Source: an optimization exercise on an open RTL-to-GDS flow (aim: small area, a short achievable clock period and few clock cycles per item). Production flows keep margins and buffers that such runs may drop. The RTL was checked by simulation tests, not by an equivalence proof against the original design. Power is estimated from default activity; no workload was simulated.

Setup of job 909:
==> flow/design.v <==
package lps_pkg;
    localparam int COORD_BITS_DEF = 12;
    localparam logic KIND_LOAD = 1'b0;
    localparam logic KIND_STEP = 1'b1;
    localparam int PH_FIRST  = 0;
    localparam int PH_SECOND = 1;
    localparam int PH_WALK0  = 2;
    localparam int PH_WALK   = 3;
endpackage
module lps_step_core
#(
    parameter int W = lps_pkg::COORD_BITS_DEF
)
(
    input  logic                clk,
    input  logic                rst_n,
    input  logic                proc,
    input  logic                kind,
    input  logic                load_wr,
    input  logic signed [W-1:0] x_start,
    input  logic signed [W-1:0] y_start,
    input  logic signed [W-1:0] x_end,
    input  logic signed [W-1:0] y_end,
    output logic                res_pixel_valid,
    output logic signed [W-1:0] res_x,
    output logic signed [W-1:0] res_y,
    output logic                res_last
);
    logic [3:0]   phase_reg, phase_next;    
    logic [W-1:0] cur_x_reg, cur_x_next;
    logic [W-1:0] cur_y_reg, cur_y_next;
    logic [W-1:0] far_x_reg, far_x_next;    
    logic [W-1:0] far_y_reg, far_y_next;    
    logic [W-1:0] u_reg, u_next;            
    logic [W-1:0] v_reg, v_next;            
    logic         neg_x_reg, neg_x_next;
    logic         neg_y_reg, neg_y_next;
    logic         maj_y_reg, maj_y_next;
    logic         cin_reg, cin_next;        
    logic         qcin_reg, qcin_next;      
    logic         pv_reg, pv_next;
    logic         last_reg, last_next;
    logic [W:0]   dx, dy, t, q_wrap;
    logic         walking, s_maj, s_min, diag, y_dec, p_far, minor, is_last;
    logic         s_maj_n, s_min_n;
    logic [W-1:0] m_big;
    assign res_pixel_valid = pv_reg;
    assign res_x           = pv_reg ? cur_x_reg : '0;
    assign res_y           = pv_reg ? cur_y_reg : '0;
    assign res_last        = last_reg;
    always_comb
    begin
        dx      = {far_x_reg[W-1], far_x_reg} - {u_reg[W-1], u_reg};
        dy      = {far_y_reg[W-1], far_y_reg} - {v_reg[W-1], v_reg};
        walking = phase_reg[lps_pkg::PH_WALK];
        s_maj   = maj_y_reg ? neg_y_reg : neg_x_reg;
        s_min   = maj_y_reg ? neg_x_reg : neg_y_reg;
        diag    = (v_reg != '0) || s_min;
        y_dec   = diag && (neg_x_reg ^ neg_y_reg);
        p_far   = (maj_y_reg && !diag) ? neg_y_reg : neg_x_reg;
        t       = {1'b0, u_reg} + {1'b1, ~v_reg} + (W+1)'(cin_reg);
        minor   = t[W];
        q_wrap  = {1'b0, u_reg} + {1'b0, walking ? far_x_reg : '0} + (W+1)'(qcin_reg);
        m_big   = u_reg;
        phase_next = phase_reg;
        cur_x_next = cur_x_reg;
        cur_y_next = cur_y_reg;
        far_x_next = far_x_reg;
        far_y_next = far_y_reg;
        u_next     = u_reg;
        v_next     = v_reg;
        neg_x_next = neg_x_reg;
        neg_y_next = neg_y_reg;
        maj_y_next = maj_y_reg;
        pv_next    = pv_reg;
        last_next  = last_reg;
        is_last    = 1'b0;
        if (proc)
        begin
            pv_next   = 1'b0;
            last_next = 1'b0;
            if (kind == lps_pkg::KIND_LOAD)
                phase_next = 4'b0001 << lps_pkg::PH_FIRST;
            else
            begin
                phase_next = '0;
                case (1'b1)
                    phase_reg[lps_pkg::PH_FIRST]:
                    begin
                        pv_next    = 1'b1;
                        cur_x_next = u_reg;
                        cur_y_next = v_reg;
                        u_next     = dx[W-1:0] ^ {W{dx[W]}};
                        v_next     = dy[W-1:0] ^ {W{dy[W]}};
                        neg_x_next = dx[W];
                        neg_y_next = dy[W];
                        phase_next[lps_pkg::PH_SECOND] = 1'b1;
                    end
                    phase_reg[lps_pkg::PH_SECOND]:
                    begin
                        pv_next    = 1'b1;
                        cur_x_next = far_x_reg;
                        cur_y_next = far_y_reg;
                        far_x_next = cur_x_reg;
                        far_y_next = cur_y_reg;
                        maj_y_next = t[W];
                        u_next     = t[W] ? v_reg : u_reg;
                        v_next     = t[W] ? u_reg : v_reg;
                        phase_next[lps_pkg::PH_WALK0] = 1'b1;
                    end
                    phase_reg[lps_pkg::PH_WALK0]:
                    begin
                        pv_next    = 1'b1;
                        if (!p_far)
                        begin
                            cur_x_next = far_x_reg;
                            cur_y_next = far_y_reg;
                        end
                        u_next     = q_wrap[W:1];
                        far_x_next = t[W-1:0];
                        far_y_next = q_wrap[W-1:0];
                        is_last    = (m_big[W-1:1] == '0)
                                  && (s_maj ? (diag && !m_big[0]) : (m_big[0] == diag));
                        last_next  = is_last;
                        phase_next[lps_pkg::PH_WALK] = !is_last;
                    end
                    phase_reg[lps_pkg::PH_WALK]:
                    begin
                        pv_next    = 1'b1;
                        far_y_next = far_y_reg - 1'b1;
                        u_next     = minor ? q_wrap[W-1:0] : t[W-1:0];
                        if (!maj_y_reg || minor)
                            cur_x_next = cur_x_reg + 1'b1;
                        if (maj_y_reg || minor)
                            cur_y_next = cur_y_reg + {{(W-1){y_dec}}, 1'b1};
                        is_last    = (far_y_reg == {{(W-2){1'b0}}, diag, !diag});
                        last_next  = is_last;
                        phase_next[lps_pkg::PH_WALK] = !is_last;
                    end
                    default:
                    begin
                    end
                endcase
            end
        end
        if (load_wr)
        begin
            far_x_next = x_end;
            far_y_next = y_end;
            u_next     = x_start;
            v_next     = y_start;
        end
        s_maj_n = maj_y_next ? neg_y_next : neg_x_next;
        s_min_n = maj_y_next ? neg_x_next : neg_y_next;
        if (phase_next[lps_pkg::PH_SECOND])
            cin_next = neg_x_next || !neg_y_next;
        else if (phase_next[lps_pkg::PH_WALK0])
            cin_next = s_maj_n || !s_min_n;
        else
            cin_next = !s_min_n;
        qcin_next = s_maj_n && !(phase_next[lps_pkg::PH_WALK] && s_min_n);
    end
    always_ff @(posedge clk or negedge rst_n)
    begin
        if (!rst_n)
            phase_reg <= '0;
        else
            phase_reg <= phase_next;
    end
    always_ff @(posedge clk)
    begin
        cur_x_reg <= cur_x_next;
        cur_y_reg <= cur_y_next;
        far_x_reg <= far_x_next;
        far_y_reg <= far_y_next;
        u_reg     <= u_next;
        v_reg     <= v_next;
        neg_x_reg <= neg_x_next;
        neg_y_reg <= neg_y_next;
        maj_y_reg <= maj_y_next;
        cin_reg   <= cin_next;
        qcin_reg  <= qcin_next;
        pv_reg    <= pv_next;
        last_reg  <= last_next;
    end
endmodule
module line_pixel_stepper
#(
    parameter int COORD_BITS = lps_pkg::COORD_BITS_DEF
)
(
    input  logic                         clk,
    input  logic                         rst_n,
    input  logic                         req_valid,
    output logic                         req_ready,
    input  logic                         req_kind,
    input  logic signed [COORD_BITS-1:0] req_x_start,
    input  logic signed [COORD_BITS-1:0] req_y_start,
    input  logic signed [COORD_BITS-1:0] req_x_end,
    input  logic signed [COORD_BITS-1:0] req_y_end,
    output logic                         rsp_valid,
    input  logic                         rsp_ready,
    output logic                         rsp_pixel_valid,
    output logic signed [COORD_BITS-1:0] rsp_pixel_x,
    output logic signed [COORD_BITS-1:0] rsp_pixel_y,
    output logic                         rsp_last
);
    logic pend_reg, pend_kind_reg, out_valid_reg;
    logic o_free, have, proc, kind_e, load_wr;
    assign req_ready = !pend_reg;
    assign rsp_valid = out_valid_reg;
    assign o_free    = !out_valid_reg || rsp_ready;
    assign have      = pend_reg || req_valid;
    assign proc      = have && o_free;
    assign kind_e    = pend_reg ? pend_kind_reg : req_kind;
    assign load_wr   = req_valid && !pend_reg && (req_kind == lps_pkg::KIND_LOAD);
    always_ff @(posedge clk or negedge rst_n)
    begin
        if (!rst_n)
        begin
            pend_reg      <= 1'b0;
            out_valid_reg <= 1'b0;
        end
        else
        begin
            pend_reg      <= have && !o_free;
            out_valid_reg <= proc || (out_valid_reg && !rsp_ready);
        end
    end
    always_ff @(posedge clk)
    begin
        if (!pend_reg)
            pend_kind_reg <= req_kind;
    end
    lps_step_core #(
        .W (COORD_BITS)
    ) u_core (
        .clk             (clk),
        .rst_n           (rst_n),
        .proc            (proc),
        .kind            (kind_e),
        .load_wr         (load_wr),
        .x_start         (req_x_start),
        .y_start         (req_y_start),
        .x_end           (req_x_end),
        .y_end           (req_y_end),
        .res_pixel_valid (rsp_pixel_valid),
        .res_x           (rsp_pixel_x),
        .res_y           (rsp_pixel_y),
        .res_last        (rsp_last)
    );
endmodule
make LEC_CHECK=0 CAP_MARGIN=20 CORE_MARGIN=2 CORE_UTILIZATION=55 SETUP_SLACK_MARGIN=3.4 SLEW_MARGIN=20 finish   # period 7.0 ns
run.sh (not shown) runs the stock make flow with config.mk's settings and CLKGATE_MAP_FILE= SYNTH_SCRIPT=/design/flow/synth_recipe.tcl, a recipe that flattens the netlist after the stock synthesis.
Job 909: all stages complete, timing, DRC and antenna checks passed
Testbench counts of job 909, summed over its fixed seeds: cycles 32,008, items 32,000.
The inputs of job 775 differ from those of job 909 as listed below.
==> flow/flow/run.sh (new file) <==
#!/bin/bash
# The standard layout (the standard.sh: ORFS synthesis to finish, unchanged), except
# that the buffer on each input and output port is sky130_fd_sc_hd__buf_1 instead of the
# cell buffer_ports picks by itself (a slow clkdlybuf4s50_1 delay cell).
# ORFS writes each step's full log under orfs/logs/; make's own output goes to
# flow_make.log here.
set -euo pipefail
cd "$(dirname "$0")/.."
export BUFFER_PORTS_ARGS="-buffer_cell sky130_fd_sc_hd__buf_1"
bash standard.sh finish > flow_make.log 2>&1
==> flow/standard.sh (new file) <==
#!/bin/bash
# synth_recipe.tcl (not shown) runs the flow's synth.tcl, then flattens the netlist and writes it again
# the make line also repeats each setting of config.mk as NAME=value (left out here)
make -C /OpenROAD-flow-scripts/flow DESIGN_CONFIG=/design/flow/config.mk WORK_HOME=/design/flow/orfs CLKGATE_MAP_FILE= SYNTH_SCRIPT=/design/flow/synth_recipe.tcl "${@:-finish}"
-- flow/config.mk --
<<< job 909, line 6
export NUM_CORES = 4
export LEC_CHECK = 0
export CAP_MARGIN = 20
export CORE_MARGIN = 2
export CORE_UTILIZATION = 55
export SETUP_SLACK_MARGIN = 3.4
export SLEW_MARGIN = 20
>>> job 775, line 6
export NUM_CORES = 4
export LEC_CHECK = 0
export CAP_MARGIN = 0
export CORE_MARGIN = 2
export CORE_UTILIZATION = 60
export SETUP_SLACK_MARGIN = 4.3
export SLEW_MARGIN = 0
export TNS_END_PERCENT = 0
removed: flow/run.sh
--- outcome ---
NOTE: combinational share of power in job 775 exceeds that of job 909. [compare] base=job 909 new=job 775: average via count per standard cell picked up an extra about 2.5%, setup slack picked up an extra 0.38 ns, overall power after layout picked up an extra 110 uW, wire length of the first global-routing pass neither gained nor lost much.
## Diff of input files: job 4525 against job 775
-- flow/config.mk --
<<< job 775, line 8
export CAP_MARGIN = 0
export CORE_MARGIN = 2
export CORE_UTILIZATION = 60
export SETUP_SLACK_MARGIN = 4.3
export SLEW_MARGIN = 0
export TNS_END_PERCENT = 0
>>> job 4525, line 8
export CAP_MARGIN = 0
export CORE_MARGIN = 2
export CORE_UTILIZATION = 55
export SETUP_SLACK_MARGIN = 4.7
export SLEW_MARGIN = 0
export TNS_END_PERCENT = 0
==> comparison <==
Job 4525 gives more logic depth of the worst register-to-register path than job 775 did.
Job 4525 ended with every stage complete and zero timing, DRC or antenna violations.
Job 775 went all the way through the flow, and no timing, DRC or antenna check failed.
Job 775 and job 4525 ended up with nearly the same data-path buffer share of cell area in the final layout.
Re cell area: job 775 and job 4525 aren't equal, and the higher value belongs to job 4525.
Compared with job 775, in job 4525 clock transition at the registers of the reported paths did not really move, total power went up.
From job 775 to job 4525 the numbers moved as follows: synthesis-to-layout area growth +0.57 points; measured slew at the worst slew-check pin -0.20 ns; clock power -6.6%; sequential share of layout area ~0 delta.
Job 4525 against job 775: largest stage delay on the critical path barely changed, smallest setup slack after layout dropped 0.0067 ns.
Input-level comparison between job 9930 and job 4525:
-- flow/config.mk --
<<< job 4525, line 9
export CORE_MARGIN = 2
export CORE_UTILIZATION = 55
export SETUP_SLACK_MARGIN = 4.7
export SLEW_MARGIN = 0
export TNS_END_PERCENT = 0
>>> job 9930, line 9
export CORE_MARGIN = 2
export CORE_UTILIZATION = 55
export SETUP_SLACK_MARGIN = 4.1
export SLEW_MARGIN = 0
export TNS_END_PERCENT = 0
Results
- Job 9930 | status: complete | timing, DRC, antenna: pass
- When the final numbers for job 4525 and job 9930 were put side by side, the shortest period the worst path allows turned out to be smaller in job 4525.
- Average vias per placed instance in job 9930 is 2.9% lower than in job 4525
- Taking job 4525 as the reference point, the area growth from synthesis to final layout of job 9930 falls by 0.38 points.
- Summary of job 9930 over job 4525: cell internal power dissipation shrank by 0.46%, cell area after layout fell 0.33%, data arrival time at the worst-slack endpoint now sits lower, combinational-cell power consumption moved down.
- Layout cell share with drive strength beyond 1 ends up lower on job 9930.
- Job 9930 vs job 4525 — overall routing resource usage dropped 2.1 points.
- Job 9930 vs job 4525 — proportion of cell area occupied by multi-input gates dropped 0.22 points.
- In the reports for job 4525 and job 9930, the smaller via count belongs to job 9930.
Changes in job 8552 relative to job 9930:
==> flow/run.sh (new file) <==
#!/bin/bash
# synth_recipe.tcl (not shown) runs the flow's synth.tcl, then flattens the netlist and writes it again
# the make line also repeats each setting of config.mk as NAME=value (left out here)
make -C /OpenROAD-flow-scripts/flow DESIGN_CONFIG=/design/flow/config.mk WORK_HOME=/design/flow/orfs CLKGATE_MAP_FILE= SYNTH_SCRIPT=/design/flow/synth_recipe.tcl finish
==> flow/config.mk <==
export PLATFORM = sky130hd
export DESIGN_NAME = line_pixel_stepper
export DESIGN_NICKNAME = line_pixel_stepper
export VERILOG_FILES = /design/flow/design.v
export SDC_FILE = /design/flow/constraint.sdc
export NUM_CORES = 4
export LEC_CHECK = 0
export CAP_MARGIN = 20
export CORE_MARGIN = 2
export CORE_UTILIZATION = 55
export SETUP_SLACK_MARGIN = 3.7
export SLEW_MARGIN = 20
removed: flow/flow/run.sh
removed: flow/standard.sh
Results
- When the final numbers for job 8552 and job 9930 were put side by side, the iteration-0 DRC count of the detailed router turned out to be greater in job 9930.
- The standard cells in job 8552 occupy more silicon area than those in job 9930 do.
- Job 9930 ended up with more cell instances than job 8552 did.
- From job 9930 to job 8552 the numbers moved as follows: number of nets in the layout shrank by 14; logic gate share of total power went up by 0.3 points; met2 wire length went down.

==> afterwards: timing with drivers on the ports <==
Ports are ideal in the flow. The routed layouts listed here were re-timed in OpenROAD.
Step 1 (the two cells are an assumption about what drives the block):
set clk [get_ports {clk}]
set_driving_cell -lib_cell sky130_fd_sc_hd__clkbuf_16 $clk
set_driving_cell -lib_cell sky130_fd_sc_hd__buf_2 [delete_from_list [all_inputs] $clk]
Step 2 adds t to the input delays and takes it off the output delays; t is the mean of the earliest and latest rising clock arrival at the registers after step 1. Input paths then give back, and output paths get back, about the clock's delay inside the block.
Slacks: ideal ports / drivers / drivers and shift; pairs: ideal ports / drivers.
run	t (ns)	setup slack, ns	worst hold slack (ns)	worst setup path after step 2
job 909	0.397	3.539 / 3.539 / 3.379	0.562 / 0.562 / 0.562	input to register
job 775	0.403	3.918 / 3.918 / 3.629	0.547 / 0.547 / 0.547	input to register
job 4525	0.395	3.912 / 3.912 / 3.664	0.542 / 0.542 / 0.542	input to register
job 9930	0.399	3.905 / 3.905 / 3.655	0.542 / 0.542 / 0.542	input to register
job 8552	0.395	3.719 / 3.719 / 3.474	0.566 / 0.566 / 0.566	input to register
After both steps setup and hold are still met in every run listed. For job 775, which loses most, drivers alone change the setup slack by 0.000 ns; drivers and shift together by -0.289 ns.
